Source: an optimization exercise on an open RTL-to-GDS flow (aim: small area and a short achievable clock period). Production flows keep margins and buffers that such runs may drop. Where RTL was checked, it was by simulation tests only, not by an equivalence proof against the original. Only the layout flow was run in runs 4 to 6; the RTL was not checked for function there.

==> flow/design.v <==
package adpll_cfg_pkg;
   localparam int FCWW = 26;
   localparam int INTW = 12;
   localparam int FRAW = 14;
   localparam int ACCW = 27;
   localparam int OTWW = 13;
   localparam int LW  = 5;
   localparam int MSW = 8;
   localparam int L_MAX  = 12;
   localparam int L_MIN  = -13;
   localparam int MS_MAX = 127;
   localparam int MS_MIN = -128;
   localparam int OTW_SHIFT = 7;
   localparam int TCW       = 9;
   localparam int T_TDC_PU  = 16;
   localparam int T_INJ_PU  = 48;
   localparam int T_PU_DONE = 112;
   localparam int T_CH_LOCK = 480;
   localparam int LCW           = 5;
   localparam int LOCK_N_FINE   = 15;
   localparam int LOCK_N_COARSE = 8;
endpackage
package adpll_types_pkg;
   typedef enum logic [1:0] {
      MODE_PD   = 2'd0,
      MODE_TEST = 2'd1,
      MODE_RX   = 2'd2,
      MODE_TX   = 2'd3
   } adpll_mode_e;
   typedef enum logic [2:0] {
      ST_IDLE = 3'd0,
      ST_PU   = 3'd1,
      ST_CL   = 3'd2,
      ST_CM   = 3'd3,
      ST_CS   = 3'd4
   } acq_state_e;
   typedef struct packed {
      logic [3:0] alpha;
      logic [3:0] beta;
      logic [2:0] lambda;
      logic [1:0] iir_n;
      logic       en_integral;
   } filt_cfg_s;
   typedef struct packed {
      logic [3:0] alpha_s;
      logic [2:0] lambda;
      logic [1:0] iir_n;
   } coef_set_s;
   typedef struct packed {
      logic [3:0] alpha_l;
      logic [3:0] alpha_m;
      logic [3:0] beta;
      coef_set_s  rx;
      coef_set_s  tx;
   } coef_regs_s;
   typedef struct packed {
      logic signed [4:0]  l;
      logic signed [7:0] m;
      logic signed [7:0] s;
   } bank_words_s;
   typedef struct packed {
      logic dco_pd;
      logic tdc_pd;
      logic tdc_pd_inj;
   } pwr_ctrl_s;
   typedef struct packed {
      bank_words_s words;
      pwr_ctrl_s   pd;
   } test_ctrl_s;
endpackage
module lf_add #(
   parameter int W    = 27,
   parameter int ARCH = 0
) (
   input  logic [W-1:0] a,
   input  logic [W-1:0] b,
   input  logic         ci,
   output logic [W-1:0] s,
   output logic [W:0]   c       
);
   localparam int LG = (W > 16) ? 5 : (W > 8) ? 4 : (W > 4) ? 3 : (W > 2) ? 2 : 1;
   logic [W-1:0] g, p;
   assign g = a & b;
   assign p = a ^ b;
   if (ARCH == 0) begin : g_tool
      logic [W:0] sum;
      assign sum = {1'b0, a} + {1'b0, b} + {{W{1'b0}}, ci};
      assign s   = sum[W-1:0];
      assign c   = {sum[W], sum[W-1:0] ^ a ^ b};
   end else if (ARCH == 1) begin : g_rca
      assign c[0] = ci;
      for (genvar i = 0; i < W; i++) begin : g_bit
         assign c[i+1] = g[i] | (p[i] & c[i]);
      end
      assign s = p ^ c[W-1:0];
   end else begin : g_pre
      logic [W-1:0] gg [0:2*LG];
      logic [W-1:0] pp [0:2*LG];
      assign gg[0] = {g[W-1:1], g[0] | (p[0] & ci)};
      assign pp[0] = p;
      if (ARCH == 2) begin : g_bk
         for (genvar l = 0; l < LG; l++) begin : g_up
            for (genvar i = 0; i < W; i++) begin : g_bit
               if ((i % (2 << l)) == (2 << l) - 1) begin : g_n
                  assign gg[l+1][i] = gg[l][i] | (pp[l][i] & gg[l][i-(1<<l)]);
                  assign pp[l+1][i] = pp[l][i] & pp[l][i-(1<<l)];
               end else begin : g_w
                  assign gg[l+1][i] = gg[l][i];
                  assign pp[l+1][i] = pp[l][i];
               end
            end
         end
         for (genvar k = 0; k < LG; k++) begin : g_dn
            localparam int L = LG - 1 - k;    
            for (genvar i = 0; i < W; i++) begin : g_bit
               if (i >= (3 << L) - 1 && ((i - ((3 << L) - 1)) % (2 << L)) == 0 && L < LG - 1) begin : g_n
                  assign gg[LG+k+1][i] = gg[LG+k][i] | (pp[LG+k][i] & gg[LG+k][i-(1<<L)]);
                  assign pp[LG+k+1][i] = pp[LG+k][i] & pp[LG+k][i-(1<<L)];
               end else begin : g_w
                  assign gg[LG+k+1][i] = gg[LG+k][i];
                  assign pp[LG+k+1][i] = pp[LG+k][i];
               end
            end
         end
      end else begin : g_sk
         for (genvar l = 0; l < LG; l++) begin : g_lv
            for (genvar i = 0; i < W; i++) begin : g_bit
               if ((i >> l) & 1) begin : g_n
                  assign gg[l+1][i] = gg[l][i] | (pp[l][i] & gg[l][((i >> l) << l) - 1]);
                  assign pp[l+1][i] = pp[l][i] & pp[l][((i >> l) << l) - 1];
               end else begin : g_w
                  assign gg[l+1][i] = gg[l][i];
                  assign pp[l+1][i] = pp[l][i];
               end
            end
         end
         for (genvar k = LG; k < 2*LG; k++) begin : g_pad
            assign gg[k+1] = gg[k];
            assign pp[k+1] = pp[k];
         end
      end
      assign c = {gg[2*LG], ci};
      assign s = p ^ c[W-1:0];
   end
endmodule
module loop_filter #(
   parameter int A_ACC = 0,
   parameter int A_R   = 0,
   parameter int A_IIR = 0,
   parameter int A_INT = 0,
   parameter int A_NTW = 0
) (
   input  logic                                     clk,
   input  logic                                     rst_accum_all,
   input  logic                                     accum_clr,
   input  logic [adpll_cfg_pkg::FCWW-1:0]           fcw,
   input  logic [adpll_cfg_pkg::INTW-1:0]           tdc_word,
   input  adpll_types_pkg::filt_cfg_s               filt,
   output logic signed [adpll_cfg_pkg::OTWW-1:0]    otw_round
);
   localparam int N = adpll_cfg_pkg::ACCW;
   function automatic logic [19:0] sh20(input logic [26:0] x, input logic [3:0] s);
      logic [26:0] a8;
      logic [22:0] a4;
      logic [20:0] a2;
      logic [19:0] a1;
      for (int i = 0; i < 27; i++) a8[i] = s[3] ? x[(i+8 > 26) ? 26 : i+8] : x[i];
      for (int i = 0; i < 23; i++) a4[i] = s[2] ? a8[i+4] : a8[i];
      for (int i = 0; i < 21; i++) a2[i] = s[1] ? a4[i+2] : a4[i];
      for (int i = 0; i < 20; i++) a1[i] = s[0] ? a2[i+1] : a2[i];
      sh20 = a1;
   endfunction
   logic                  clr;
   logic signed [N-1:0]   acc_d, acc_q;
   logic signed [N-1:0]   iir_q [1:3];
   logic signed [N-1:0]   iir_d [0:3];
   logic signed [N-1:0]   tap;
   logic signed [N-1:0]   integ_d, integ_q;
   assign clr = rst_accum_all | accum_clr;
   logic [12:0] hs, hc;
   logic [12:0] hx, hy;
   assign hx = {1'b0, fcw[25:14]};
   assign hy = ~{1'b0, tdc_word};
   assign hs = acc_q[26:14] ^ hx ^ hy;
   assign hc = (acc_q[26:14] & hx) | (acc_q[26:14] & hy) | (hx & hy);
   logic [N:0] acc_c;
   lf_add #(.W(N), .ARCH(A_ACC)) u_acc (
      .a({hs, acc_q[13:0]}), .b({hc[11:0], 1'b1, fcw[13:0]}), .ci(1'b0),
      .s(acc_d), .c(acc_c)
   );
   assign iir_d[0] = acc_d;
   for (genvar k = 1; k <= 3; k++) begin : g_iir
      logic signed [N-1:0] ysh, xsh, r;
      logic [N:0] rc, ic;
      assign ysh = iir_q[k] >>> filt.lambda;
      assign xsh = iir_d[k-1] >>> filt.lambda;
      logic [N-1:0] cs_s, cs_c;
      assign cs_s = xsh ^ iir_q[k] ^ ~ysh;
      assign cs_c = (xsh & iir_q[k]) | (xsh & ~ysh) | (iir_q[k] & ~ysh);
      assign r  = '0;
      assign rc = '0;
      lf_add #(.W(N), .ARCH(A_IIR)) u_i (
         .a(cs_s), .b({cs_c[N-2:0], 1'b1}), .ci(1'b0), .s(iir_d[k]), .c(ic)
      );
   end
   always_comb begin
      case (filt.iir_n)
         2'd0:    tap = iir_d[0];
         2'd1:    tap = iir_d[1];
         2'd2:    tap = iir_d[2];
         default: tap = iir_d[3];
      endcase
   end
   logic [N:0] int_c;
   logic [N-1:0] tap_g;
   assign tap_g = filt.en_integral ? tap : '0;
   lf_add #(.W(N), .ARCH(A_INT)) u_int (
      .a(tap_g), .b(integ_q), .ci(1'b0), .s(integ_d), .c(int_c)
   );
   always_ff @(posedge clk) begin
      if (clr) begin
         acc_q    <= '0;
         iir_q[1] <= '0;
         iir_q[2] <= '0;
         iir_q[3] <= '0;
         integ_q  <= '0;
      end else begin
         acc_q    <= acc_d;
         iir_q[1] <= iir_d[1];
         iir_q[2] <= iir_d[2];
         iir_q[3] <= iir_d[3];
         integ_q  <= integ_d;
      end
   end
   logic [19:0] pa, pb, ps, pc, ntw;
   logic [20:0] ntw_c;
   assign pa  = sh20(tap, filt.alpha);
   assign pb  = filt.en_integral ? sh20(integ_d, filt.beta) : 20'd0;
   assign ps  = pa ^ pb ^ 20'd64;
   assign pc  = (pa & pb) | ((pa | pb) & 20'd64);
   lf_add #(.W(20), .ARCH(A_NTW)) u_ntw (
      .a(ps), .b({pc[18:0], 1'b0}), .ci(1'b0), .s(ntw), .c(ntw_c)
   );
   assign otw_round = ntw[19:7];
endmodule
module acq_sequencer (
   input  logic                                     clk,
   input  logic                                     rst_accum_all,
   input  logic [adpll_cfg_pkg::FCWW-1:0]           fcw,
   input  adpll_types_pkg::adpll_mode_e             mode,
   input  adpll_types_pkg::coef_regs_s              coefs,
   input  logic                                     lock_seen,
   input  logic signed [7:0]                        lock_word,
   output logic                                     st_cl,
   output logic                                     st_cm,
   output logic                                     st_cs,
   output adpll_types_pkg::filt_cfg_s               filt,
   output logic                                     accum_clr,
   output logic                                     ld_en,
   output logic                                     ld_clr,
   output logic signed [4:0]                        fixed_l,
   output logic signed [7:0]                        fixed_m,
   output adpll_types_pkg::pwr_ctrl_s               pwr,
   output logic                                     channel_lock
);
   adpll_types_pkg::acq_state_e     state;
   logic [adpll_cfg_pkg::FCWW-1:0]  fcw_last;
   adpll_types_pkg::adpll_mode_e    mode_last;
   logic [adpll_cfg_pkg::TCW-1:0]   time_cnt;
   logic                            en_integral;
   adpll_types_pkg::coef_set_s      cs;
   assign st_cl = (state == adpll_types_pkg::ST_CL);
   assign st_cm = (state == adpll_types_pkg::ST_CM);
   assign st_cs = (state == adpll_types_pkg::ST_CS);
   assign cs = (mode == adpll_types_pkg::MODE_TX) ? coefs.tx : coefs.rx;
   always_comb begin
      filt.alpha       = coefs.rx.alpha_s;
      filt.beta        = coefs.beta;
      filt.lambda      = coefs.rx.lambda;
      filt.iir_n       = 2'd0;
      filt.en_integral = en_integral;
      case (state)
         adpll_types_pkg::ST_CL: filt.alpha = coefs.alpha_l;
         adpll_types_pkg::ST_CM: filt.alpha = coefs.alpha_m;
         adpll_types_pkg::ST_CS: begin
            filt.alpha  = cs.alpha_s;
            filt.lambda = cs.lambda;
            filt.iir_n  = cs.iir_n;
         end
         default: ;
      endcase
   end
   always_ff @(posedge clk) begin
      if (rst_accum_all) begin
         state        <= adpll_types_pkg::ST_IDLE;
         time_cnt     <= '0;
         pwr          <= '1;
         accum_clr    <= 1'b0;
         ld_en        <= 1'b0;
         ld_clr       <= 1'b0;
         fixed_l      <= '0;
         fixed_m      <= '0;
         channel_lock <= 1'b0;
         en_integral  <= 1'b0;
         fcw_last     <= '0;
         mode_last    <= adpll_types_pkg::MODE_PD;
      end else begin
         fcw_last  <= fcw;
         mode_last <= mode;
         if (fcw != fcw_last || mode != mode_last) begin
            state <= adpll_types_pkg::ST_IDLE;
         end else begin
            case (state)
               adpll_types_pkg::ST_IDLE: begin
                  time_cnt     <= '0;
                  fixed_l      <= '0;
                  fixed_m      <= '0;
                  ld_en        <= 1'b0;
                  ld_clr       <= 1'b1;
                  channel_lock <= 1'b0;
                  en_integral  <= 1'b0;
                  if (mode == adpll_types_pkg::MODE_PD) begin
                     pwr <= '1;
                  end
                  if (mode == adpll_types_pkg::MODE_RX || mode == adpll_types_pkg::MODE_TX) begin
                     state <= adpll_types_pkg::ST_PU;
                  end
               end
               adpll_types_pkg::ST_PU: begin
                  time_cnt   <= time_cnt + 1'b1;
                  pwr.dco_pd <= 1'b0;
                  if (time_cnt == adpll_cfg_pkg::T_TDC_PU) begin
                     pwr.tdc_pd <= 1'b0;
                  end
                  if (time_cnt == adpll_cfg_pkg::T_INJ_PU) begin
                     pwr.tdc_pd_inj <= 1'b0;
                  end
                  if (time_cnt == adpll_cfg_pkg::T_PU_DONE) begin
                     state     <= adpll_types_pkg::ST_CL;
                     accum_clr <= 1'b1;
                     time_cnt  <= '0;
                  end
               end
               adpll_types_pkg::ST_CL: begin
                  accum_clr <= 1'b0;
                  ld_clr    <= 1'b0;
                  ld_en     <= 1'b1;
                  if (lock_seen && !ld_clr) begin
                     fixed_l   <= lock_word[4:0];
                     state     <= adpll_types_pkg::ST_CM;
                     accum_clr <= 1'b1;
                     ld_clr    <= 1'b1;
                  end
               end
               adpll_types_pkg::ST_CM: begin
                  accum_clr <= 1'b0;
                  ld_clr    <= 1'b0;
                  if (lock_seen && !ld_clr) begin
                     fixed_m   <= lock_word;
                     state     <= adpll_types_pkg::ST_CS;
                     accum_clr <= 1'b1;
                     ld_en     <= 1'b0;
                  end
               end
               adpll_types_pkg::ST_CS: begin
                  accum_clr <= 1'b0;
                  time_cnt  <= time_cnt + 1'b1;
                  if (coefs.beta != 4'd0) begin
                     en_integral <= 1'b1;
                  end
                  if (time_cnt == adpll_cfg_pkg::T_CH_LOCK) begin
                     channel_lock <= 1'b1;
                  end
               end
               default: state <= adpll_types_pkg::ST_IDLE;
            endcase
         end
      end
   end
endmodule
module freq_lock_detector (
   input  logic                                     clk,
   input  logic                                     rst_accum_all,
   input  logic                                     ld_en,
   input  logic                                     ld_clr,
   input  logic                                     st_cl,
   input  logic signed [7:0]                        otw_sat,
   output logic                                     lock_seen,
   output logic signed [7:0]                        lock_word
);
   logic signed [7:0]              cand1, cand2;
   logic [adpll_cfg_pkg::LCW-1:0]  cnt1, cnt2;
   logic [adpll_cfg_pkg::LCW-1:0]  inc1, inc2;
   logic [adpll_cfg_pkg::LCW-1:0]  lock_n;
   assign inc1 = cnt1 + 1'b1;
   assign inc2 = cnt2 + 1'b1;
   assign lock_n = st_cl ? 5'(adpll_cfg_pkg::LOCK_N_COARSE) : 5'(adpll_cfg_pkg::LOCK_N_FINE);
   always_ff @(posedge clk) begin
      if (rst_accum_all || ld_clr) begin
         cand1     <= '1;
         cand2     <= '1;
         cnt1      <= '0;
         cnt2      <= '0;
         lock_seen <= 1'b0;
         lock_word <= '1;
      end else if (ld_en) begin
         if (otw_sat == cand1) begin
            cnt1 <= inc1;
            if (inc1 == lock_n) begin
               lock_seen <= 1'b1;
               lock_word <= cand1;
            end
         end else if (otw_sat == cand2) begin
            cnt2 <= inc2;
            if (inc2 == lock_n) begin
               lock_seen <= 1'b1;
               lock_word <= cand2;
            end
         end else begin
            cand1 <= otw_sat;
            cnt1  <= 1;
            cand2 <= cand1;
            cnt2  <= cnt1;
         end
      end
   end
endmodule
module bank_word_combiner (
   input  logic                                     st_cl,
   input  logic                                     st_cm,
   input  logic                                     st_cs,
   input  logic                                     mode_test,
   input  logic                                     accum_clr,
   input  logic signed [adpll_cfg_pkg::OTWW-1:0]    otw_round,
   input  logic signed [4:0]                        fixed_l,
   input  logic signed [7:0]                        fixed_m,
   input  adpll_types_pkg::test_ctrl_s              test,
   output logic signed [7:0]                        otw_sat,
   output adpll_types_pkg::bank_words_s             dco_words,
   output logic                                     channel_sat
);
   logic signed [7:0] sat_l, sat_ms;
   always_comb begin
      if (otw_round > adpll_cfg_pkg::L_MAX)      sat_l = 8'(adpll_cfg_pkg::L_MAX);
      else if (otw_round < adpll_cfg_pkg::L_MIN) sat_l = 8'(adpll_cfg_pkg::L_MIN);
      else                                       sat_l = otw_round[7:0];
      if (otw_round > adpll_cfg_pkg::MS_MAX)      sat_ms = 8'(adpll_cfg_pkg::MS_MAX);
      else if (otw_round < adpll_cfg_pkg::MS_MIN) sat_ms = 8'(adpll_cfg_pkg::MS_MIN);
      else                                        sat_ms = otw_round[7:0];
   end
   assign otw_sat = st_cl ? sat_l : sat_ms;
   always_comb begin
      if (mode_test) begin
         dco_words = test.words;
      end else begin
         dco_words.l = (st_cl && !accum_clr) ? sat_l[4:0] : fixed_l;
         dco_words.m = (st_cm && !accum_clr) ? sat_ms : fixed_m;
         dco_words.s = (st_cs && !accum_clr) ? sat_ms : 8'sd0;
      end
   end
   assign channel_sat = (dco_words.s == adpll_cfg_pkg::MS_MIN) ||
                        (dco_words.s == adpll_cfg_pkg::MS_MAX);
endmodule
module adpll_ctrl (
   input  logic         clk,
   input  logic         rst_accum_all,
   input  logic [25:0]  fcw,
   input  logic [1:0]   adpll_mode,
   input  logic [11:0]  tdc_word,
   input  logic [29:0]  coefs,
   input  logic [23:0]  test,
   output logic [20:0]  dco_words,
   output logic [2:0]   pwr,
   output logic         channel_lock,
   output logic         channel_sat
);
   adpll_types_pkg::adpll_mode_e           adpll_mode_t;
   adpll_types_pkg::coef_regs_s            coefs_t;
   adpll_types_pkg::test_ctrl_s            test_t;
   adpll_types_pkg::bank_words_s           dco_words_t;
   adpll_types_pkg::pwr_ctrl_s             pwr_t;
   assign adpll_mode_t = adpll_types_pkg::adpll_mode_e'(adpll_mode);
   assign coefs_t      = coefs;
   assign test_t       = test;
   assign dco_words    = dco_words_t;
   assign pwr          = pwr_t;
   logic                                   st_cl, st_cm, st_cs, mode_test;
   adpll_types_pkg::filt_cfg_s             filt;
   logic signed [4:0]                      fixed_l;
   logic signed [7:0]                      fixed_m;
   adpll_types_pkg::pwr_ctrl_s             pwr_seq;
   logic                                   accum_clr;
   logic                                   ld_en, ld_clr;
   logic                                   lock_seen;
   logic signed [7:0]                      lock_word;
   logic signed [adpll_cfg_pkg::OTWW-1:0]  otw_round;
   logic signed [7:0]                      otw_sat;
   assign mode_test = (adpll_mode_t == adpll_types_pkg::MODE_TEST);
   loop_filter #(
      .A_ACC(3), .A_R(3), .A_IIR(3), .A_INT(3), .A_NTW(3)
   ) loop_filter0 (
      .clk(clk), .rst_accum_all(rst_accum_all), .accum_clr(accum_clr),
      .fcw(fcw), .tdc_word(tdc_word), .filt(filt), .otw_round(otw_round)
   );
   acq_sequencer acq_sequencer0 (
      .clk(clk), .rst_accum_all(rst_accum_all), .fcw(fcw), .mode(adpll_mode_t),
      .coefs(coefs_t), .lock_seen(lock_seen), .lock_word(lock_word),
      .st_cl(st_cl), .st_cm(st_cm), .st_cs(st_cs),
      .filt(filt), .accum_clr(accum_clr), .ld_en(ld_en), .ld_clr(ld_clr),
      .fixed_l(fixed_l), .fixed_m(fixed_m), .pwr(pwr_seq), .channel_lock(channel_lock)
   );
   freq_lock_detector freq_lock_detector0 (
      .clk(clk), .rst_accum_all(rst_accum_all), .ld_en(ld_en), .ld_clr(ld_clr),
      .st_cl(st_cl), .otw_sat(otw_sat), .lock_seen(lock_seen), .lock_word(lock_word)
   );
   bank_word_combiner bank_word_combiner0 (
      .st_cl(st_cl), .st_cm(st_cm), .st_cs(st_cs), .mode_test(mode_test),
      .accum_clr(accum_clr), .otw_round(otw_round),
      .fixed_l(fixed_l), .fixed_m(fixed_m), .test(test_t), .otw_sat(otw_sat),
      .dco_words(dco_words_t), .channel_sat(channel_sat)
   );
   assign pwr_t = mode_test ? test_t.pd : pwr_seq;
endmodule
==> flow/flow/run.sh <==
#!/bin/bash
# The standard layout (standard.sh: unchanged synthesis, floorplan, placement,
# CTS, routing), with two settings changed:
#  - the port buffers are plain buf_1 cells instead of the delay buffers the
#    resizer picks by default (every port still gets its own buffer);
#  - CTS uses clkbuf_16 with larger sink clusters and no dummy loads.
# The whole ORFS run's output goes to standard_flow.log here; ORFS also keeps
# each step's own log under orfs/logs/.
set -euo pipefail
export BUFFER_PORTS_ARGS="-buffer_cell sky130_fd_sc_hd__buf_1"
export CTS_ARGS="-sink_clustering_enable -repair_clock_nets -buf_list sky130_fd_sc_hd__clkbuf_16 -dont_use_dummy_load"
bash standard.sh finish > standard_flow.log 2>&1
==> flow/standard.sh <==
#!/bin/bash
# synth_recipe.tcl (not shown) runs the flow's synth.tcl, then flattens the netlist and writes it again
# the make line also repeats each setting of config.mk as NAME=value (left out here)
make -C /OpenROAD-flow-scripts/flow DESIGN_CONFIG=/design/flow/config.mk WORK_HOME=/design/flow/orfs CLKGATE_MAP_FILE= SYNTH_SCRIPT=/design/flow/synth_recipe.tcl "${@:-finish}"
==> flow/config.mk <==
export PLATFORM = sky130hd
export DESIGN_NAME = adpll_ctrl
export DESIGN_NICKNAME = adpll_ctrl
export VERILOG_FILES = /design/flow/design.v
export SDC_FILE = /design/flow/constraint.sdc
export NUM_CORES = 4
export LEC_CHECK = 0
export ABC_AREA = 1
export CAP_MARGIN = 20
export CORE_MARGIN = 2
export CORE_UTILIZATION = 40
export SLEW_MARGIN = 20
==> flow/constraint.sdc <==
create_clock -name core_clock -period 33.0 [get_ports {clk}]
set_input_delay 6.6000 -clock core_clock [delete_from_list [all_inputs] [get_ports {clk}]]
set_output_delay 6.6000 -clock core_clock [all_outputs]
set_load 0.01 [all_outputs]
==> results of run 1 <==
layer usage:
| layer | wire (microns) | up-vias | share of wire |
|---|---|---|---|
| met4 | 2590 | 0 | 0.032 |
| met1 | 37700 | 11774 | 0.46 |
| met3 | 4540 | 125 | 0.056 |
| met2 | 36200 | 716 | 0.45 |
| li1 | - | 13098 | - |
| met5 | 0 | - | 0 |
worst max-delay path: cells and delay by family:
family	cells	cell delay, ps
and+or+nand+nor	51	6370
adders and majority gates	15	6210
AOI/OAI and AO/OA	19	2920
buffers and inverters	20	1660
xor gates and xnor gates	4	780
logic make-up (layout without fill, tap and decap cells):
kind of cell,count (synthesis),in the layout,share of synthesized area
mux,86,86,0.0335
buf+inv,782,788,0.117
simple gates,1796,1797,0.299
flops,231,231,0.180
fa+ha+maj,277,277,0.169
xor+xnor,85,85,0.0292
compound gates,801,801,0.173
state kept, by name, indices dropped and copies added (netlist names), 3 cells and up:
name / cells
acq_sequencer0.fcw_last: 26
acq_sequencer0.fixed_l: 5
acq_sequencer0.fixed_m: 8
acq_sequencer0.pwr: 3
acq_sequencer0.state: 3
acq_sequencer0.time_cnt: 9
freq_lock_detector0.cand1: 8
freq_lock_detector0.cand2: 8
freq_lock_detector0.cnt1: 5
freq_lock_detector0.cnt2: 5
freq_lock_detector0.lock_word: 8
loop_filter0.acc_q: 27
loop_filter0.iir_q: 81
loop_filter0.integ_q: 27
how the worst max path moves through the flow:
stage	depth (start not counted)	startpoint	endpoint	slack (ps)
after floorplan	105	fcw[15]	channel_sat	4200
after global placement	107	fcw[15]	channel_sat	1020
after detailed placement	107	fcw[15]	channel_sat	930
after CTS	107	fcw[15]	channel_sat	840
after global routing	106	fcw[15]	channel_sat	-60
final	109	fcw[15]	channel_sat	1770
cell usage in the layout, fill, tap and decap left out, types with 18 or more instances in the layout:
cell and n:
a21oi_1 133, a31oi_1 18, buf_1 120, buf_4 25
clkbuf_16 31, dfxtp_1 231, fa_1 117, ha_1 160
inv_1 586, inv_2 22, mux2i_1 85, nand2_1 1019
nand2_2 22, nand3_1 278, nand3_2 19, nand3b_1 26
nand4_1 25, nor2_1 327, o21ai_0 488, o21ai_1 35
or2_2 25, xnor2_1 29, xor2_1 50
area by class of cell:
type                       count  share of cell area
tap                          846              0.0383
multi-input combinational   3046               0.660
sequential                   231               0.167
clock buffer                  31              0.0281
timing repair buffer         146              0.0233
inverter                     611              0.0831
metrics by stage:
stage	TNS [ps]	instances
detailed placement	0	4875
floorplan	0	4058
global route	-64.3	4911
finish	0	4911
global placement	0	4875
CTS	0	4906
what timing repair did:
item,CTS,global route
resized for setup,0,28
setup endpoints to repair,0,19
setup buffers,0,3
==> flow_metrics.tcl, run 1 <==
set metrics [dict create \
    run_status "complete, no violations" \
    grt_pass1_vias 24122 \
    crit_top_cell "nand2_1" \
    clkTransAtPathRegs_ps 60 \
    period_needed_ps 31230 \
    antenna_left 0 \
    htreeDepth 1 \
    yosys-top-cells-area "dfxtp_1 (18%), nand2_1 (15%), o21ai_0 (9.7%)" \
    cp.required_ps 26400 \
    dp_hpwl_mm 63.9 \
    drive_above_1_share 0.0517 \
    cap_viol_max_count 0 \
    synth_top_area_share 0.180 \
    diodes 0 \
    regArea_sq_mm 0.00462 \
    maxSlewHeadroom 0.244 \
    ys_types 68 \
    gp_congestion 0.911 \
    synth_top_area_cell "dfxtp_1" \
    holdBufCountCts 0 \
    r2r_slack_ps 13690 \
    hold_ws_ps 451 \
    worstSetupStartpointType "primary input" \
    r2r_start "acq_sequencer0.state[0]" \
    avgRoutedWirePerCell_microns 16.5 \
    nets 4440 \
    grt_util_met3 0.0291 \
    synthToLayoutAreaGrowth_pct 7.48 \
    fin_skew_ps 31.5 \
    nFillCells 6817 \
    clock_sinks 231 \
    start_util 0.406 \
    vias 25713 \
    min-delay-path-class "flop to flop" \
    cpPeakStageDelay_ps 590 \
    drc 0 \
    placed_area_sq_mm 0.0267 \
    synthFlopType "dfxtp_1" \
    critPathCaptureType "output pin" \
    clock_latency_ps 590 \
    wl_mm 81.0 \
    synth.cell_area_sq_mm 0.0257 \
    crit_fanout 12 \
    coreArea_sq_mm 0.0633 \
    ios 122 \
    syn_nets 4431 \
    die-width_microns 258 \
    synth_enable_flop_cells 0 \
    layout_setup_ws_ps 1770 \
    synth.top_cells.by_count "nand2_1 (1023), inv_1 (587), o21ai_0 (499)" \
    cts_buffers 31 \
    track_usage 0.238 \
    met2_usage 0.385 \
    antenna_found_initial 0 \
    rows 92 \
    yosys_warnings 14 \
    cts.path.max_buffers 3 \
    syn_inst 4058 \
    numPortBuffers 121 \
    die_area_sq_mm 0.0663 \
    grt_first_pass_wirelength_mm 129 \
    cts_tree "yes" \
    holdPathStages 2 \
    reg2reg_depth 98 \
    fmaxAchievable_ghz 0.0320 \
    slowest_stage "fa_1" \
    hold_path_end "acq_sequencer0.pwr[1]" \
    multi_input_area_sq_mm 0.0182 \
    die_h_microns 258 \
    pre_cts_slack_ps 928 \
    gr-total-overflow 0 \
    min-delay-start "acq_sequencer0.pwr[1]" \
    fin_area_sq_mm 0.0276 \
    hold_violations 0 \
    drt-initial-drc-count 1960 \
    avgSynthCellArea_sq_um 6.34 \
    vias_per_cell 5.24 \
    grt_max_degree 122 \
    worst_pin_slew_ps 1130 \
    synth_most_common_cell "nand2_1" \
    setup.worst_path.class "primary input to output pin" \
    yosysSeqAreaShare 0.180 \
    grt_busiest_layer "met2" \
    async_flop_share 0 \
    drtPass1Iterations 6 \
    cts-root-buf "clkbuf_16" \
    grt_use_met1 0.331 \
    utilization 0.437 \
    arrival_ps 24630 \
    post-route-period-util 0.946 \
    ys_seq_elements 231 \
    finalSetupViolCount 0 \
    r2r_end "freq_lock_detector0.cand1[6]" \
    drv_slew 0 \
]
==> run 2, diff against run 1 <==
--- a/flow/flow/run.sh
+++ b/flow/flow/run.sh
@@ -8,5 +8,5 @@
 # each step's own log under orfs/logs/.
 set -euo pipefail
 export BUFFER_PORTS_ARGS="-buffer_cell sky130_fd_sc_hd__buf_1"
-export CTS_ARGS="-sink_clustering_enable -repair_clock_nets -buf_list sky130_fd_sc_hd__clkbuf_16 -dont_use_dummy_load"
+export CTS_ARGS="-sink_clustering_enable -repair_clock_nets -buf_list sky130_fd_sc_hd__clkbuf_16 -dont_use_dummy_load -sink_clustering_size 20 -sink_clustering_max_diameter 120"
 bash standard.sh finish > standard_flow.log 2>&1
--- a/flow/config.mk
+++ b/flow/config.mk
@@ -9,4 +9,5 @@
 export CAP_MARGIN = 20
 export CORE_MARGIN = 2
 export CORE_UTILIZATION = 40
+export SETUP_SLACK_MARGIN = 3
 export SLEW_MARGIN = 20
==> run 2 against run 1 <==
- critical path depth decreased by 6
- synthesized cell count is the same
- synthesized area did not move
- core utilization increased by 2.1 points
- routed wire length rose by 2.0%
- via count increased by 2.0%
- cell count increased by 1.1%
- final area is 4.8% higher
- first-iteration DRC count unchanged
==> flow_metrics.tcl, run 2 <==
set metrics [dict create \
    clock_latency_ps 540 \
    cts_tree "yes" \
    slowest_stage "fa_1" \
    coreArea_sq_mm 0.0633 \
    synthMuxAreaShare 0.0335 \
    synthToLayoutAreaGrowth_pct 12.7 \
    ys_seq_elements 231 \
    dp_hpwl_mm 63.9 \
    hold_violations 0 \
    synth_top_area_cell "dfxtp_1" \
    synth_most_common_cell "nand2_1" \
    synth_xor_area_frac 0.0292 \
    synth.cell_area_sq_mm 0.0257 \
    synth_enable_flop_cells 0 \
    hold_path_end "acq_sequencer0.pwr[1]" \
    vias_per_cell 5.28 \
    critPathCaptureType "output pin" \
    syn_inst 4058 \
    synth_top_area_share 0.180 \
    grt_pass1_vias 24304 \
    r2r_start "acq_sequencer0.state[0]" \
    largest_reg_flops 81 \
    period_needed_ps 29310 \
    antenna_found_initial 1 \
    tns_ps 0 \
    reg2reg_depth 106 \
    rsz0062_at_grt "yes" \
    avgSynthCellArea_sq_um 6.34 \
    clkTransAtPathRegs_ps 80 \
    ys_types 68 \
    largest-register "loop_filter0.iir_q" \
    mostFrequentLayoutCells "nand2_1 (980), inv_1 (567), o21ai_0 (382)" \
    cp.required_ps 26400 \
    finalSetupViolCount 0 \
    track_usage 0.239 \
    maxSlewHeadroom 0.249 \
    stdcell_count 4967 \
    grt_first_pass_wirelength_mm 129 \
    fin_area_sq_mm 0.0290 \
    ios 122 \
    min-delay-path-class "flop to flop" \
    drtPass1Iterations 5 \
    synth_fa_ha_area_frac 0.169 \
    vias 26237 \
    r2r_end "freq_lock_detector0.lock_word[1]" \
    holdPathStages 2 \
    synthFlopType "dfxtp_1" \
    rows 92 \
    synth.top_cells.by_count "nand2_1 (1023), inv_1 (587), o21ai_0 (499)" \
    start_util 0.406 \
    setup.worst_path.class "primary input to output pin" \
    holdBufCountCts 0 \
    clock_sinks 231 \
    min-delay-start "acq_sequencer0.pwr[1]" \
    yosys-top-cells-area "dfxtp_1 (18%), nand2_1 (15%), o21ai_0 (9.7%)" \
    yosys_warnings 14 \
    htreeDepth 1 \
    nets 4496 \
    gr-total-overflow 0 \
    die_h_microns 258 \
    cpPeakStageDelay_ps 600 \
    post-route-period-util 0.888 \
    wl_mm 82.6 \
    gp_congestion 0.911 \
    die_area_sq_mm 0.0663 \
    r2r_slack_ps 15070 \
    async_flop_share 0 \
    hold_ws_ps 456 \
    grt_max_degree 122 \
    crit_top_cell "nand2_1" \
    cap_viol_max_count 0 \
    drive_above_1_share 0.119 \
    diodes 0 \
    fin_skew_ps 30.2 \
    cts-root-buf "clkbuf_16" \
    antenna_left 0 \
    fmaxAchievable_ghz 0.0341 \
    yosysSeqAreaShare 0.180 \
    drv_slew 0 \
    top_regs "loop_filter0.iir_q (81), loop_filter0.acc_q (27), loop_filter0.integ_q (27)" \
    cts.path.max_buffers 3 \
    worst_pin_slew_ps 1130 \
    die-width_microns 258 \
    drt-initial-drc-count 1960 \
    arrival_ps 22710 \
    syn_nets 4431 \
    placed_area_sq_mm 0.0267 \
    crit_fanout 11 \
    cts_buffers 16 \
    synth_compound_area_frac 0.173 \
    drc 0 \
    worstSetupStartpointType "primary input" \
    final_common_cell "nand2_1" \
    avgRoutedWirePerCell_microns 16.6 \
    run_status "complete, no violations" \
    numPortBuffers 121 \
    synth_top_family_by_area "simple AND/OR/NAND/NOR gates" \
    dp.cells 4875 \
    post_synth_and_or_nand_nor_area_fraction 0.299 \
]
==> run 2: stage by stage <==
stage | setup slack [ps] | utilization
after global placement | 1020 | 0.422
after CTS | 2980 | 0.437
after floorplan | 4200 | -
final | 3690 | 0.458
after global routing | 2500 | 0.458
after detailed placement | 928 | 0.422
==> run 2: logic make-up (layout without fill, tap and decap cells) <==
| family | after synthesis | in the layout |
|---|---|---|
| multiplexers | 86 | 86 |
| adder cells (fa/ha/maj) | 277 | 277 |
| AND/OR/NAND/NOR | 1796 | 1798 |
| AO/OA/AOI/OAI | 801 | 801 |
| flip-flops | 231 | 231 |
| XOR/XNOR | 85 | 85 |
| buffers and inverters | 782 | 843 |
==> run 2: how the worst max path moves through the flow <==
stage / from / to / slack, ps / cells past startpoint
6_report: fcw[15] / channel_sat / 3690 / 103
5_1_grt: fcw[0] / channel_sat / 2500 / 107
3_3_place_gp: fcw[15] / channel_sat / 1020 / 107
3_5_place_dp: fcw[15] / channel_sat / 930 / 107
4_1_cts: fcw[15] / channel_sat / 2980 / 108
2_1_floorplan: fcw[15] / channel_sat / 4200 / 105
==> run 2: final cells by class <==
class	instances	area, sq um
timing repair buffer	216	1190
inverter	611	2310
sequential	231	4620
fill	6717	34300
tap	846	1060
multi-input combinational	3047	19400
clock buffer	16	400
==> run 2: critical path: cells and delay by family <==
kind | cells | cell delay (ps)
buffers and inverters | 20 | 1540
muxes | 1 | 130
and+or+nand+nor | 45 | 5020
AOI/OAI and AO/OA | 19 | 2510
xor gates and xnor gates | 2 | 370
adders and majority gates | 16 | 6500
==> run 2: what timing repair did <==
action                     4_1_cts  5_1_grt
resized for setup               89      303
cloned                           2        0
setup endpoints to repair       22       22
hold endpoints to repair         0        0
pin swaps                       32      109
setup buffers                   27       46
==> run 2: per-layer routing <==
layer	global-route usage	share of wire	up-vias
met1	0.333	0.45	12115
met3	0.0280	0.060	119
met2	0.393	0.46	773
met5	0	0.00015	-
li1	-	-	13228
met4	0.0623	0.030	2
==> run 3, diff against run 2 <==
--- a/flow/config.mk
+++ b/flow/config.mk
@@ -9,5 +9,4 @@
 export CAP_MARGIN = 20
 export CORE_MARGIN = 2
 export CORE_UTILIZATION = 40
-export SETUP_SLACK_MARGIN = 3
 export SLEW_MARGIN = 20
==> run 3 against run 2 <==
- maximum frequency is 6.2% lower
- setup slack worse by 1900 ps
- non-clock buffer count is 69 lower
- clock skew is 2.4 ps higher
- first-iteration DRC count is 7.5% higher
- die area stayed put
- synthesized cell count stayed put
- synthesized area stayed put
- worst hold slack worse by 1.1 ps
==> flow_metrics.tcl, run 3 <==
set metrics [dict create \
    nets 4426 \
    gr-total-overflow 0 \
    synth_top_area_share 0.180 \
    antenna_left 0 \
    fmaxAchievable_ghz 0.0320 \
    coreArea_sq_mm 0.0633 \
    start_util 0.406 \
    cpPeakStageDelay_ps 590 \
    slowest_stage "fa_1" \
    die_h_microns 258 \
    drv_slew 0 \
    syn_nets 4431 \
    diodes 0 \
    ios 122 \
    grt_max_degree 122 \
    holdBufCountCts 0 \
    setup.worst_path.class "primary input to output pin" \
    synth_enable_flop_cells 0 \
    placed_area_sq_mm 0.0267 \
    critPathCaptureType "output pin" \
    vias 25676 \
    cts_buffers 16 \
    synthFlopType "dfxtp_1" \
    avgRoutedWirePerCell_microns 16.4 \
    async_flop_share 0 \
    min-delay-path-class "flop to flop" \
    drt-initial-drc-count 2107 \
    antenna_found_initial 0 \
    mostFrequentLayoutCells "nand2_1 (1019), inv_1 (586), o21ai_0 (488)" \
    synth.cell_area_sq_mm 0.0257 \
    post-route-period-util 0.947 \
    largest-register "loop_filter0.iir_q" \
    drive_above_1_share 0.0484 \
    top_regs "loop_filter0.iir_q (81), loop_filter0.acc_q (27), loop_filter0.integ_q (27)" \
    period_needed_ps 31250 \
    numPortBuffers 121 \
    syn_inst 4058 \
    synth_top_area_cell "dfxtp_1" \
    avgSynthCellArea_sq_um 6.34 \
    htreeDepth 1 \
    final_common_cell "nand2_1" \
    maxSlewHeadroom 0.284 \
    hold_violations 0 \
    grt_pass1_vias 23962 \
    arrival_ps 24650 \
    rows 92 \
    finalSetupViolCount 0 \
    synthToLayoutAreaGrowth_pct 6.05 \
    grt_first_pass_wirelength_mm 128 \
    yosys-top-cells-area "dfxtp_1 (18%), nand2_1 (15%), o21ai_0 (9.7%)" \
    cts-root-buf "clkbuf_16" \
    track_usage 0.237 \
    drtPass1Iterations 6 \
    synth_most_common_cell "nand2_1" \
    yosys_warnings 14 \
    run_status "complete, no violations" \
    nFillCells 6859 \
    crit_fanout 12 \
    dp_hpwl_mm 63.9 \
    yosysSeqAreaShare 0.180 \
    crit_top_cell "nand2_1" \
    ys_seq_elements 231 \
    vias_per_cell 5.24 \
    layout_setup_ws_ps 1750 \
    die-width_microns 258 \
    gp_congestion 0.911 \
    drc 0 \
    wl_mm 80.5 \
    cts.path.max_buffers 3 \
    cts_tree "yes" \
    largest_reg_flops 81 \
    pre_cts_slack_ps 928 \
    cap_viol_max_count 0 \
    clock_latency_ps 540 \
    cp.required_ps 26400 \
    die_area_sq_mm 0.0663 \
    clkTransAtPathRegs_ps 80 \
    worstSetupStartpointType "primary input" \
    worst_pin_slew_ps 1070 \
    ys_types 68 \
    utilization 0.431 \
    fin_skew_ps 32.6 \
    clock_sinks 231 \
    synth.top_cells.by_count "nand2_1 (1023), inv_1 (587), o21ai_0 (499)" \
    fin_area_sq_mm 0.0273 \
    tns_ps 0 \
]
-- run 3: area by class of cell --
cell class	count	area, sq um	share of cell area
Clock buffer	16	400	0.0147
Inverter	611	2300	0.0842
Timing Repair Buffer	147	651	0.0239
Multi-Input combinational cell	3046	18200	0.669
Sequential cell	231	4620	0.170
Tap cell	846	1060	0.0388
-- run 3: per-layer routing --
| metal | vias up | share of wire | GRT usage |
|---|---|---|---|
| li1 | 13066 | - | - |
| met1 | 11795 | 0.47 | 0.332 |
| met2 | 725 | 0.45 | 0.387 |
| met3 | 90 | 0.058 | 0.0262 |
| met4 | 0 | 0.026 | 0.0612 |
| met5 | - | 0 | 0 |
-- run 3: final timing paths --
path	start	end	slack (ps)	cells after the start
worst min register to register	acq_sequencer0.pwr[2]	acq_sequencer0.pwr[2]	450	2
worst min-delay path	acq_sequencer0.pwr[2]	acq_sequencer0.pwr[2]	450	2
worst max-delay path	fcw[15]	channel_sat	1750	109
worst max register to register	acq_sequencer0.state[0]	freq_lock_detector0.cand1[6]	13650	98
-- run 3: timing repair --
action	CTS	global route
setup buffers	0	4
resized for setup	0	28
endpoints found under the setup margin	0	19
-- run 3: metrics by stage --
step           cells  hold WS, ps
2_1_floorplan   4058          425
3_3_place_gp    4875          443
3_5_place_dp    4875          446
4_1_cts         4891          460
5_1_grt         4897          478
6_report        4897          455
-- run 3: logic make-up after synthesis --
kind of cell,count (synthesis),share of synthesized area
xor gates and xnor gates,85,0.0292
AOI/OAI and AO/OA,801,0.173
adders and majority gates,277,0.169
and+or+nand+nor,1796,0.299
muxes,86,0.0335
buffers and inverters,782,0.117
DFF,231,0.180
-- run 3: worst max-delay path, delay by kind of cell --
family	cells	cell delay, ps
simple gates	51	6400
fa+ha+maj	15	6230
compound gates	19	2960
buf+inv	20	1650
xor+xnor	4	790
==> run 4, diff against run 3 <==
--- a/flow/design.v
+++ b/flow/design.v
@@ -122,7 +122,7 @@
                end
             end
          end
-      end else begin : g_sk
+      end else if (ARCH == 3) begin : g_sk
          for (genvar l = 0; l < LG; l++) begin : g_lv
             for (genvar i = 0; i < W; i++) begin : g_bit
                if ((i >> l) & 1) begin : g_n
@@ -138,6 +138,26 @@
             assign gg[k+1] = gg[k];
             assign pp[k+1] = pp[k];
          end
+      end else begin : g_sk2
+         for (genvar l = 0; l < LG; l++) begin : g_lv
+            for (genvar i = 0; i < W; i++) begin : g_bit
+               localparam int J = (l > 0 && i == (1 << l)) ? i - 2 : ((i >> l) << l) - 1;
+               if ((i >> l) & 1) begin : g_n
+                  assign gg[l+1][i] = gg[l][i] | (pp[l][i] & gg[l][J]);
+                  assign pp[l+1][i] = pp[l][i] & pp[l][J];
+               end else if (l == 0 && i >= 2 && (i & (i - 1)) == 0) begin : g_pair
+                  assign gg[l+1][i] = gg[l][i] | (pp[l][i] & gg[l][i-1]);
+                  assign pp[l+1][i] = pp[l][i] & pp[l][i-1];
+               end else begin : g_w
+                  assign gg[l+1][i] = gg[l][i];
+                  assign pp[l+1][i] = pp[l][i];
+               end
+            end
+         end
+         for (genvar k = LG; k < 2*LG; k++) begin : g_pad
+            assign gg[k+1] = gg[k];
+            assign pp[k+1] = pp[k];
+         end
       end
       assign c = {gg[2*LG], ci};
       assign s = p ^ c[W-1:0];
@@ -389,6 +409,7 @@
    output logic signed [7:0]                        lock_word
 );
    logic signed [7:0]              cand1, cand2;
+   logic                           lock_sel;
    logic [adpll_cfg_pkg::LCW-1:0]  cnt1, cnt2;
    logic [adpll_cfg_pkg::LCW-1:0]  inc1, inc2;
    logic [adpll_cfg_pkg::LCW-1:0]  lock_n;
@@ -402,19 +423,19 @@
          cnt1      <= '0;
          cnt2      <= '0;
          lock_seen <= 1'b0;
-         lock_word <= '1;
+         lock_sel  <= 1'b0;
       end else if (ld_en) begin
          if (otw_sat == cand1) begin
             cnt1 <= inc1;
             if (inc1 == lock_n) begin
                lock_seen <= 1'b1;
-               lock_word <= cand1;
+               lock_sel  <= 1'b0;
             end
          end else if (otw_sat == cand2) begin
             cnt2 <= inc2;
             if (inc2 == lock_n) begin
                lock_seen <= 1'b1;
-               lock_word <= cand2;
+               lock_sel  <= 1'b1;
             end
          end else begin
             cand1 <= otw_sat;
@@ -424,6 +445,7 @@
          end
       end
    end
+   assign lock_word = lock_sel ? cand2 : cand1;
 endmodule
 module bank_word_combiner (
    input  logic                                     st_cl,
==> run 4 against run 3 <==
- still clean
- first-iteration DRC count shrank 25%
- clock-buffer cell count unchanged
- final area decreased by 1.3%
- die area decreased by 1.0%
- register-to-register slack gained 360 ps
- global-route usage shrank 0.50 points
- flip-flop and latch count shrank 7
- non-clock buffer count decreased by 4
- synthesized cell count shrank 0.62%
- critical path type unchanged
- critical endpoint unchanged
- largest cell class unchanged
- highest routed layer unchanged
==> flow_metrics.tcl, run 4 <==
set metrics [dict create \
    run_status "complete, no violations" \
    fin_skew_ps 49.9 \
    synth_enable_flop_cells 0 \
    hold_violations 0 \
    syn_inst 4033 \
    cts_tree "yes" \
    cts.path.max_buffers 3 \
    grt_use_met1 0.316 \
    clkTransAtPathRegs_ps 90 \
    wl_mm 77.1 \
    crit_top_cell "nand2_1" \
    min-delay-path-class "flop to flop" \
    regArea_sq_mm 0.00448 \
    finalSetupViolCount 0 \
    largest-register "loop_filter0.iir_q" \
    crit_fanout 12 \
    drc 0 \
    worst_pin_slew_ps 1050 \
    arrival_ps 24720 \
    syn_nets 4406 \
    start_util 0.404 \
    setup.worst_path.class "primary input to output pin" \
    rows 92 \
    ios 122 \
    gp_congestion 0.912 \
    track_usage 0.232 \
    nFillCells 6905 \
    synthFlopType "dfxtp_1" \
    cpPeakStageDelay_ps 580 \
    synthToLayoutAreaGrowth_pct 5.79 \
    fmaxAchievable_ghz 0.0319 \
    synth_top_area_share 0.176 \
    grt_pass1_vias 23675 \
    die-width_microns 256 \
    dp_hpwl_mm 61.3 \
    worstSetupStartpointType "primary input" \
    gr-total-overflow 0 \
    clock_sinks 224 \
    yosysSeqAreaShare 0.176 \
    ys_types 64 \
    period_needed_ps 31320 \
    nets 4399 \
    numPortBuffers 121 \
    synth.top_cells.by_count "nand2_1 (998), inv_1 (574), o21ai_0 (492)" \
    cts-root-buf "clkbuf_16" \
    drive_above_1_share 0.0475 \
    grt_first_pass_wirelength_mm 125 \
    cp.required_ps 26400 \
    avgSynthCellArea_sq_um 6.31 \
    coreArea_sq_mm 0.0630 \
    antenna_found_initial 1 \
    mostFrequentLayoutCells "nand2_1 (996), inv_1 (573), o21ai_0 (491)" \
    yosys-top-cells-area "dfxtp_1 (18%), nand2_1 (15%), o21ai_0 (9.7%)" \
    die_h_microns 256 \
    met2_usage 0.395 \
    clock_latency_ps 530 \
    die_area_sq_mm 0.0657 \
    ys_seq_elements 224 \
    drt-initial-drc-count 1588 \
    synth.cell_area_sq_mm 0.0255 \
    diodes 0 \
    rsz0062_at_grt "no" \
    cap_viol_max_count 0 \
    final_common_cell "nand2_1" \
    avgRoutedWirePerCell_microns 15.8 \
    utilization 0.428 \
    multi_input_area_sq_mm 0.0181 \
    grt_max_degree 219 \
    critPathCaptureType "output pin" \
    slowest_stage "fa_1" \
    htreeDepth 1 \
    maxSlewHeadroom 0.299 \
    tns_ps 0 \
    largest_reg_flops 81 \
    antenna_left 0 \
    vias 25059 \
    synth_top_area_cell "dfxtp_1" \
    drtPass1Iterations 6 \
    vias_per_cell 5.15 \
    cts_buffers 16 \
    post-route-period-util 0.949 \
    grt_busiest_layer "met2" \
    synth_most_common_cell "nand2_1" \
    async_flop_share 0 \
    grt_util_met3 0.0198 \
    top_regs "loop_filter0.iir_q (81), loop_filter0.acc_q (27), loop_filter0.integ_q (27)" \
    drv_slew 0 \
    yosys_warnings 14 \
]
## run 4: path summary, 6_finish.rpt
path,start,to,slack [ps],cells after the start
worst max register to register,loop_filter0.acc_q[15],freq_lock_detector0.cand2[1],14010,106
worst min-delay path,acq_sequencer0.pwr[0],acq_sequencer0.pwr[0],460,2
worst max-delay path,fcw[15],channel_sat,1680,101
worst min register to register,acq_sequencer0.pwr[0],acq_sequencer0.pwr[0],460,2
## run 4: cells by family (layout without fill, tap and decap cells)
group	count (synthesis)	after routing	share of synthesized area
simple gates	1783	1784	0.297
compound gates	819	819	0.179
buf+inv	766	756	0.116
fa+ha+maj	277	277	0.171
flops	224	224	0.176
xor+xnor	83	83	0.0286
mux	81	81	0.0319
## run 4: metal layers
metal  vias to the layer above  wire, microns  part of all wire
met5                         -              0                 0
met4                         0           1700             0.022
met3                        93           3410             0.044
met2                       558          36000              0.47
met1                     11430          36000              0.47
li1                      12978              -                 -
## run 4: layout make-up
type,count,area share
clock buffer,16,0.0149
timing repair buffer,143,0.0235
tap,846,0.0393
sequential,224,0.166
multi-input combinational,3044,0.672
inverter,597,0.0834
## run 4: what timing repair did
item | in CTS | in global routing
setup endpoints to repair | 0 | 7
buffers inserted | 0 | 1
hold buffers | 0 | 0
gates resized for setup | 0 | 7
hold endpoints to repair | 0 | 0
## run 4: worst max-delay path: cells and delay by family
family	cells	cell delay [ps]
adder cells (fa/ha/maj)	16	6480
buffers and inverters	16	1390
XOR/XNOR	5	950
AND/OR/NAND/NOR	38	4280
AO/OA/AOI/OAI	26	5010
## run 4: stage by stage
stage               cell area, sq um  hold WS, ps  std cells  worst slack, ps
floorplan                      25500          419       4033             4200
global placement               26500          445       4852             1540
detailed placement             26500          447       4852             1250
CTS                            26900          466       4868             1180
global route                   26900          494       4870             16.0
finish                         26900          460       4870             1680
==> run 5, diff against run 4 <==
--- a/flow/config.mk
+++ b/flow/config.mk
@@ -8,5 +8,5 @@
 export ABC_AREA = 1
 export CAP_MARGIN = 20
 export CORE_MARGIN = 2
-export CORE_UTILIZATION = 40
+export CORE_UTILIZATION = 55
 export SLEW_MARGIN = 20
==> run 5 against run 4 <==
- highest routed layer unchanged
- first-iteration DRC count increased by 35%
- flip-flop and latch count stayed put
- cell count shrank 5.1%
- die area shrank 27%
- worst hold slack worse by 14 ps
- non-clock buffer count shrank 1
- still clean on timing, DRC and antenna
==> flow_metrics.tcl, run 5 <==
set metrics [dict create \
    cts.path.max_buffers 3 \
    synth.top_cells.by_count "nand2_1 (998), inv_1 (574), o21ai_0 (492)" \
    grt_util_met3 0.0389 \
    numPortBuffers 121 \
    clkTransAtPathRegs_ps 90 \
    ys_types 64 \
    ios 122 \
    wl_mm 75.2 \
    finalSetupViolCount 0 \
    htreeDepth 1 \
    utilization 0.583 \
    die-width_microns 219 \
    final_common_cell "nand2_1" \
    gr-total-overflow 0 \
    reg2reg_depth 100 \
    arrival_ps 24580 \
    maxSlewHeadroom 0.205 \
    worst_pin_slew_ps 1180 \
    start_util 0.559 \
    track_usage 0.315 \
    hold_violations 0 \
    clock_sinks 224 \
    mostFrequentLayoutCells "nand2_1 (996), inv_1 (572), o21ai_0 (490)" \
    die_h_microns 219 \
    largest_reg_flops 81 \
    post-route-period-util 0.945 \
    synth_most_common_cell "nand2_1" \
    synth_top_area_cell "dfxtp_1" \
    fin_skew_ps 36.1 \
    top_regs "loop_filter0.iir_q (81), loop_filter0.acc_q (27), loop_filter0.integ_q (27)" \
    worstSetupStartpointType "primary input" \
    grt_first_pass_wirelength_mm 121 \
    holdPathStages 2 \
    cpPeakStageDelay_ps 600 \
    cts_tree "yes" \
    tns_ps 0 \
    async_flop_share 0 \
    cp.required_ps 26400 \
    synth.cell_area_sq_mm 0.0255 \
    drtPass1Iterations 6 \
    period_needed_ps 31180 \
    cts_setup_buffers 0 \
    dp_hpwl_mm 59.7 \
    cap_viol_max_count 0 \
    avgSynthCellArea_sq_um 6.31 \
    avgRoutedWirePerCell_microns 16.3 \
    drv_slew 0 \
    drive_above_1_share 0.0467 \
    critPathCaptureType "output pin" \
    cts_buffers 16 \
    grt_max_degree 98 \
    syn_inst 4033 \
    gp_congestion 0.946 \
    met2_usage 0.497 \
    synth_enable_flop_cells 0 \
    antenna_found_initial 1 \
    drt-initial-drc-count 2143 \
    rows 78 \
    syn_nets 4406 \
    crit_fanout 22 \
    slowest_stage "o21ai_0" \
    min-delay-path-class "flop to flop" \
    vias 25295 \
    crit_top_cell "nand2_1" \
    vias_per_cell 5.47 \
    synthFlopType "dfxtp_1" \
    cts-root-buf "clkbuf_16" \
    die_area_sq_mm 0.0480 \
    yosys_warnings 14 \
    dp.cells 4606 \
    setup.worst_path.class "primary input to output pin" \
    yosysSeqAreaShare 0.176 \
    ys_seq_elements 224 \
    antenna_left 0 \
    diodes 0 \
    grt_busiest_layer "met2" \
    yosys-top-cells-area "dfxtp_1 (18%), nand2_1 (15%), o21ai_0 (9.7%)" \
    drc 0 \
    fmaxAchievable_ghz 0.0321 \
    grt_use_met1 0.449 \
    run_status "complete, no violations" \
    grt_pass1_vias 23189 \
    synthToLayoutAreaGrowth_pct 4.45 \
    nets 4397 \
    stdcell_count 4622 \
    coreArea_sq_mm 0.0456 \
    clock_latency_ps 530 \
    synth_top_area_share 0.176 \
    largest-register "loop_filter0.iir_q" \
]
==> run 5: repair_timing <==
| action | 4_1_cts | 5_1_grt |
|---|---|---|
| hold buffers | 0 | 0 |
| gates resized for setup | 0 | 7 |
| setup endpoints to repair | 0 | 19 |
==> run 5: cells by family (layout without fill, tap and decap cells) <==
logic type               Yosys count  count (layout)  share of synthesized area
AO/OA/AOI/OAI                    819             819                      0.179
XOR/XNOR                          83              83                     0.0286
adder cells (fa/ha/maj)          277             277                      0.171
buffers and inverters            766             755                      0.116
flip-flops                       224             224                      0.176
multiplexers                      81              81                     0.0319
AND/OR/NAND/NOR                 1783            1783                      0.297
==> run 5: cell type report <==
cell class	count	area, sq um
clock buffer	16	400
sequential	224	4480
timing repair buffer	142	613
inverter	597	2250
multi-input combinational	3043	18100
fill	4736	19000
tap	600	751
==> run 5: routing by layer <==
| layer | routed length (microns) | up-vias |
|---|---|---|
| li1 | - | 12967 |
| met1 | 34900 | 11440 |
| met2 | 32900 | 775 |
| met3 | 4930 | 113 |
| met4 | 2420 | 0 |
| met5 | 0 | - |
==> run 5: stage by stage <==
stage / cell area (sq um) / hold slack (ps) / setup slack [ps]
finish: 26600 / 446 / 1820
global route: 26600 / 470 / -17.8
CTS: 26600 / 449 / 1450
detailed placement: 26200 / 432 / 1480
global placement: 26200 / 442 / 2040
floorplan: 25500 / 419 / 4200
==> run 5: critical path, delay by kind of cell <==
family	cells	cell delay [ps]
adders and majority gates	16	6460
xor gates and xnor gates	5	990
buffers and inverters	18	1490
AOI/OAI and AO/OA	26	4750
and+or+nand+nor	41	4240
==> run 5: worst paths after layout <==
kind                                 from                      endpoint  slack [ps]
setup reg to reg  acq_sequencer0.state[0]  freq_lock_detector0.cand2[0]       14060
hold reg to reg     acq_sequencer0.pwr[0]         acq_sequencer0.pwr[0]         450
hold / removal      acq_sequencer0.pwr[0]         acq_sequencer0.pwr[0]         450
setup / recovery                  fcw[15]                   channel_sat        1820
==> run 6, diff against run 5 <==
--- a/flow/config.mk
+++ b/flow/config.mk
@@ -8,5 +8,6 @@
 export ABC_AREA = 1
 export CAP_MARGIN = 20
 export CORE_MARGIN = 2
-export CORE_UTILIZATION = 55
+export CORE_UTILIZATION = 60
+export PLACE_DENSITY = 0.75
 export SLEW_MARGIN = 20
==> run 6 against run 5 <==
- still clean
- worst hold slack improved by 8.4 ps
- routed wire length down 3.3%
- final area decreased by 0.41%
- register-to-register slack better by 180 ps
- flip-flop and latch count stayed put
- setup slack improved by 150 ps
- critical endpoint unchanged
- largest cell class unchanged
==> flow_metrics.tcl, run 6 <==
set metrics [dict create \
    avgSynthCellArea_sq_um 6.31 \
    min-delay-start "acq_sequencer0.pwr[0]" \
    ys_types 64 \
    nets 4395 \
    rows 75 \
    start_util 0.607 \
    gr-total-overflow 0 \
    cap_viol_max_count 0 \
    synth_enable_flop_cells 0 \
    antenna_left 0 \
    setup.worst_path.class "primary input to output pin" \
    async_flop_share 0 \
    yosys_warnings 14 \
    synth.cell_area_sq_mm 0.0255 \
    finalSetupViolCount 0 \
    r2r_start "acq_sequencer0.state[0]" \
    arrival_ps 24430 \
    yosysSeqAreaShare 0.176 \
    drv_slew 0 \
    dp_hpwl_mm 57.2 \
    synth_most_common_cell "nand2_1" \
    cpPeakStageDelay_ps 730 \
    hold_violations 0 \
    mostFrequentLayoutCells "nand2_1 (996), inv_1 (573), o21ai_0 (491)" \
    antenna_found_initial 0 \
    rsz0062_at_grt "no" \
    yosys-top-cells-area "dfxtp_1 (18%), nand2_1 (15%), o21ai_0 (9.7%)" \
    avgRoutedWirePerCell_microns 15.9 \
    min-delay-path-class "flop to flop" \
    die_h_microns 210 \
    cts.path.max_buffers 3 \
    worstSetupStartpointType "primary input" \
    grt_max_degree 103 \
    tns_ps 0 \
    drive_above_1_share 0.0465 \
    crit_top_cell "nand2_1" \
    gp_congestion 0.976 \
    diodes 0 \
    syn_inst 4033 \
    synthToLayoutAreaGrowth_pct 4.02 \
    drt-initial-drc-count 2472 \
    post-route-period-util 0.940 \
    clock_sinks 224 \
    startpoint "adpll_mode[1]" \
    vias 25518 \
    slowest_stage "inv_2" \
    top_regs "loop_filter0.iir_q (81), loop_filter0.acc_q (27), loop_filter0.integ_q (27)" \
    vias_per_cell 5.60 \
    ys_seq_elements 224 \
    die-width_microns 210 \
    clkTransAtPathRegs_ps 80 \
    numPortBuffers 121 \
    largest_reg_flops 81 \
    cts-root-buf "clkbuf_16" \
    critPathBufInv 13 \
    htreeDepth 1 \
    synth_top_area_share 0.176 \
    hold_ws_ps 455 \
    critPathCaptureType "output pin" \
    fmaxAchievable_ghz 0.0322 \
    cts_tree "yes" \
    syn_nets 4406 \
    synthFlopType "dfxtp_1" \
    run_status "complete, no violations" \
    crit_fanout 56 \
    largest-register "loop_filter0.iir_q" \
    die_area_sq_mm 0.0441 \
    grt_first_pass_wirelength_mm 119 \
    worst_pin_slew_ps 1110 \
    period_needed_ps 31030 \
    cp.required_ps 26400 \
    clock_latency_ps 530 \
    ios 122 \
    drtPass1Iterations 6 \
    final_common_cell "nand2_1" \
    synth_top_area_cell "dfxtp_1" \
    crit_family "adder cells" \
    drc 0 \
    fin_skew_ps 31.5 \
    wl_mm 72.7 \
    coreArea_sq_mm 0.0419 \
    cts_buffers 15 \
    grt_pass1_vias 23398 \
    track_usage 0.330 \
    synth.top_cells.by_count "nand2_1 (998), inv_1 (574), o21ai_0 (492)" \
    maxSlewHeadroom 0.253 \
]
run 6: changes by cell type in the layout (fill, tap and decap cells not counted):
cell       delta
clkinv_2      +1
inv_4         -1
o21ai_2       +1
clkbuf_16     -1
o21ai_1       -2
inv_2         -1
o21ai_0       +1
inv_1         +1
a21oi_1       -1
buf_4         -1
a211oi_4      -1
a21oi_2       +1
a211oi_2      +1
run 6: kinds of logic after synthesis:
logic type	count (synthesis)	share of synthesized area
fa+ha+maj	277	0.171
flops	224	0.176
simple gates	1783	0.297
mux	81	0.0319
buf+inv	766	0.116
compound gates	819	0.179
xor+xnor	83	0.0286
run 6: cell type report:
type	instances	area (sq um)
Tap cell	539	674
Fill cell	4166	15500
Inverter	597	2250
Multi-Input combinational cell	3043	18100
Timing Repair Buffer	141	606
Clock buffer	15	375
Sequential cell	224	4480
run 6: worst min-delay path, cell delays in order (launching register included):
cell	delay [ps]
dfxtp_1	320
nand2_1	60
nand2_1	40
run 6: worst paths after layout:
path,endpoint,slack (ps),depth (start not counted)
min reg2reg,acq_sequencer0.pwr[0],450,2
min,acq_sequencer0.pwr[0],450,2
max reg2reg,freq_lock_detector0.cand2[3],14240,101
max,channel_sat,1970,98
run 6: what timing repair did:
action | in CTS | in global routing
resized for setup | 0 | 6
endpoints found under the setup margin | 0 | 4
buffers inserted | 0 | 0
hold buffers | 0 | 0
run 6: metal layers:
layer | part of all wire | vias to the layer above | global-route usage
li1 | - | 12954 | -
met1 | 0.45 | 11600 | 0.458
met2 | 0.44 | 841 | 0.538
met3 | 0.069 | 123 | 0.0383
met4 | 0.034 | 0 | 0.103
met5 | 0 | - | 0
run 6: stage by stage:
step,instance area [sq um],cells,utilization,setup WS (ps)
2_1_floorplan,25500,4033,-,4200
3_3_place_gp,26100,4544,0.622,2130
3_5_place_dp,26100,4544,0.622,1750
4_1_cts,26500,4559,0.631,1680
5_1_grt,26500,4559,0.631,38.0
6_report,26500,4559,0.631,1970

==> separate check: timing with driven ports <==
The flow's constraints put no driver on any port. The routed layouts listed below were extracted and timed again, unchanged, in two steps. Step 1 sets driving cells, clkbuf_16 on the clock port and buf_2 on the other inputs (assumed; they add their load-dependent delay and slew). Step 2 also shifts input and output timing later by t, the mid clock arrival at the registers, as if the neighbouring blocks saw the same clock. a / b / c = no drivers / after step 1 / after step 2; a / b = the first two.
| run | t, ns | setup slack, ns | hold slack, ns | worst setup path after step 2 | worst register clock-pin slew, ns |
|---|---|---|---|---|---|
| run 1 | 0.637 | 1.774 / 1.744 / 1.744 | 0.451 / 0.451 / 0.451 | input to output | 0.06 / 0.06 |
| run 2 | 0.585 | 3.691 / 3.662 / 3.662 | 0.456 / 0.456 / 0.456 | input to output | 0.11 / 0.11 |
| run 3 | 0.585 | 1.747 / 1.717 / 1.717 | 0.455 / 0.455 / 0.455 | input to output | 0.11 / 0.11 |
| run 4 | 0.573 | 1.680 / 1.656 / 1.656 | 0.460 / 0.460 / 0.460 | input to output | 0.10 / 0.10 |
| run 5 | 0.566 | 1.820 / 1.798 / 1.798 | 0.446 / 0.446 / 0.446 | input to output | 0.10 / 0.10 |
| run 6 | 0.568 | 1.974 / 1.946 / 1.946 | 0.455 / 0.455 / 0.455 | input to output | 0.10 / 0.10 |
After both steps every run listed still meets setup and hold.
